Background: an optimization exercise with open tools, aiming at small area, a short achievable clock period and few clock cycles per item. Do not read the settings as production practice. In this exercise RTL edits were held to simulation tests only and were not proved equivalent to the original. Power figures rest on the tool's default switching activity, not on a simulated workload.

v47:
==> flow/design.v (excerpt) <==
module fnv1a_hashed_bucket_table_unit #(
  parameter int TABLE_DEPTH     = fhbt_pkg::TABLE_DEPTH_DEF,
  parameter int VALUE_WIDTH     = fhbt_pkg::VALUE_WIDTH_DEF,
  parameter int MAX_NAME_LENGTH = fhbt_pkg::MAX_NAME_LENGTH_DEF
) (
  input  logic                         clk_i,
  input  logic                         rst_ni,
  input  logic                         start_i,
  output logic                         busy_o,
  input  logic [fhbt_pkg::CMD_W-1:0]   command_i,
  input  logic [fhbt_pkg::BYTE_W-1:0]  name_byte_i,
  input  logic                         name_last_i,
  input  logic [fhbt_pkg::NV_W-1:0]    new_value_i,
  input  logic                         table_entries_we_i,
  input  logic [fhbt_pkg::TE_W-1:0]    table_entries_i,
  output logic                         done_o,
  output logic                         status_o,
  output logic [fhbt_pkg::FOUND_W-1:0] found_value_o,
  output logic [fhbt_pkg::SLOT_W-1:0]  slot_index_o,
  output logic [fhbt_pkg::COUNT_W-1:0] entry_count_o
);
For scale: roughly 6,600 cells after synthesis, about 2,800 flip-flops, roughly 110,000 µm² of cells after synthesis.
clock: 6.5 ns
lec_check: 0
abc_clock_period_in_ps: 3000
cap_margin: 20
core_margin: 2
core_utilization: 40
cts_buf_list: sky130_fd_sc_hd__clkbuf_16
cts_cluster_diameter: 100
cts_cluster_size: 22
place_density: 0.6
setup_slack_margin: 3.3
slew_margin: 20
run.sh (not shown) runs the stock make flow with config.mk's settings and CLKGATE_MAP_FILE= SYNTH_SCRIPT=/design/flow/synth_recipe.tcl, a recipe that flattens the netlist after the stock synthesis.
v47 completed every stage of the flow, and the final layout passed the timing, design-rule and antenna checks.
Testbench counts of v47, summed over its fixed seeds: cycles 11,722, items 1,288.
Relative to v47, the following input files were edited for v35:
# v47
export LEC_CHECK = 0
export ABC_CLOCK_PERIOD_IN_PS = 3000
export CAP_MARGIN = 20
export CORE_MARGIN = 2
export CORE_UTILIZATION = 40
export CTS_BUF_LIST = sky130_fd_sc_hd__clkbuf_16
export CTS_CLUSTER_DIAMETER = 100
export CTS_CLUSTER_SIZE = 22
export PLACE_DENSITY = 0.6
export SETUP_SLACK_MARGIN = 3.3
export SLEW_MARGIN = 20
create_clock -name core_clock -period 6.5 [get_ports {clk_i}]
# v35
export LEC_CHECK = 0
export ABC_CLOCK_PERIOD_IN_PS = 3000
export CAP_MARGIN = 20
export CORE_MARGIN = 2
export CORE_UTILIZATION = 40
export CTS_BUF_LIST = sky130_fd_sc_hd__clkbuf_16
export CTS_CLUSTER_DIAMETER = 100
export CTS_CLUSTER_SIZE = 26
export PLACE_DENSITY = 0.6
export SETUP_SLACK_MARGIN = 3.3
export SLEW_MARGIN = 20
create_clock -name core_clock -period 6.5 [get_ports {clk_i}]
Notes after the runs:
Relative to v47, v35 degrades final critical-path required period.
Looking at total power divided by cell area, v35 sits 7.9 nW/µm² lower than v47 does.
Between v35 and v47, it is v35 whose buffers plus inverters on the worst setup path is lower, by 1.
| relative max-transition margin | lower: v35 |
Of v35 and v47, the run reporting the higher critical path depth was v47.
Between v35 and v47, the met1 layer usage reported by global route does not differ in any meaningful way.
Summary of v35 over v47: routed wire length closely matched the old numbers; final cell count without fillers decreased by 35 relative to the old numbers.
Looking at data arrival time of the worst path, v35 sits 0.08 ns lower than v47 does.
Cmp v35 vs v47: delay of the slowest cell on the worst path higher in v35
Edits applied to the flow inputs when going from v35 to v37:
# v35
export LEC_CHECK = 0
export ABC_CLOCK_PERIOD_IN_PS = 3000
export CAP_MARGIN = 20
export CORE_MARGIN = 2
export CORE_UTILIZATION = 40
export CTS_BUF_LIST = sky130_fd_sc_hd__clkbuf_16
export CTS_CLUSTER_DIAMETER = 100
export CTS_CLUSTER_SIZE = 26
export PLACE_DENSITY = 0.6
export SETUP_SLACK_MARGIN = 3.3
export SLEW_MARGIN = 20
create_clock -name core_clock -period 6.5 [get_ports {clk_i}]
# v37
export LEC_CHECK = 0
export ABC_CLOCK_PERIOD_IN_PS = 3000
export CAP_MARGIN = 20
export CORE_MARGIN = 2
export CORE_UTILIZATION = 40
export CTS_BUF_LIST = sky130_fd_sc_hd__clkbuf_16
export CTS_CLUSTER_DIAMETER = 100
export CTS_CLUSTER_SIZE = 22
export PLACE_DENSITY = 0.6
export SETUP_SLACK_MARGIN = 3.5
export SLEW_MARGIN = 20
create_clock -name core_clock -period 6.5 [get_ports {clk_i}]
Summed area of non-filler cells in the final layout (higher): v37
v37 vs. v35: final worst hold slack climbed 0.043 ns, number of buffers inserted by post-CTS setup repair rose 22, routed length on met1 now sits higher, core utilization climbed 0.57 points, clock input transition at the sequential cells of the worst setup and hold paths shrank by 0.02 ns.
Number of inserted filler cells in the final layout went down slightly going from v35 to v37.
Compared with v35, worst ir drop on vdd in v37 decreased by a few percent.
Relative contribution of the clock network to total power delta for v37 relative to v35: 1.6 points higher
When v37 is measured against v35, its count of clock-net buffers in the final layout turns out about 27% higher.

[port drivers added, routing unchanged]
The results above use ideal ports. As a check the final layouts listed here were re-extracted and re-timed, cells and wires unchanged. Step 1 (the two cells are an assumption about what drives the block):
set clk [get_ports {clk_i}]
set_driving_cell -lib_cell sky130_fd_sc_hd__clkbuf_16 $clk
set_driving_cell -lib_cell sky130_fd_sc_hd__buf_2 [delete_from_list [all_inputs] $clk]
Step 2, shift: input delay + t, output delay - t, t = (earliest + latest rising clock arrival at the registers) / 2. This alone moves slack from input paths to output paths. a / b / c = ideal ports / drivers / drivers and shift; a / b = the first two.
run | t (ns) | slack for setup (ns) | pins driven straight from the clock port
v47 | 0.932 | 3.154 / 3.154 / 3.025 | 1
v35 | 0.916 | 3.127 / 3.127 / 3.012 | 1
v37 | 0.942 | 3.149 / 3.149 / 2.956 | 1
After both steps every run listed still meets setup and hold. The setup slack of v37, which loses most, moves by 0.000 ns with the drivers and by -0.193 ns with both steps.
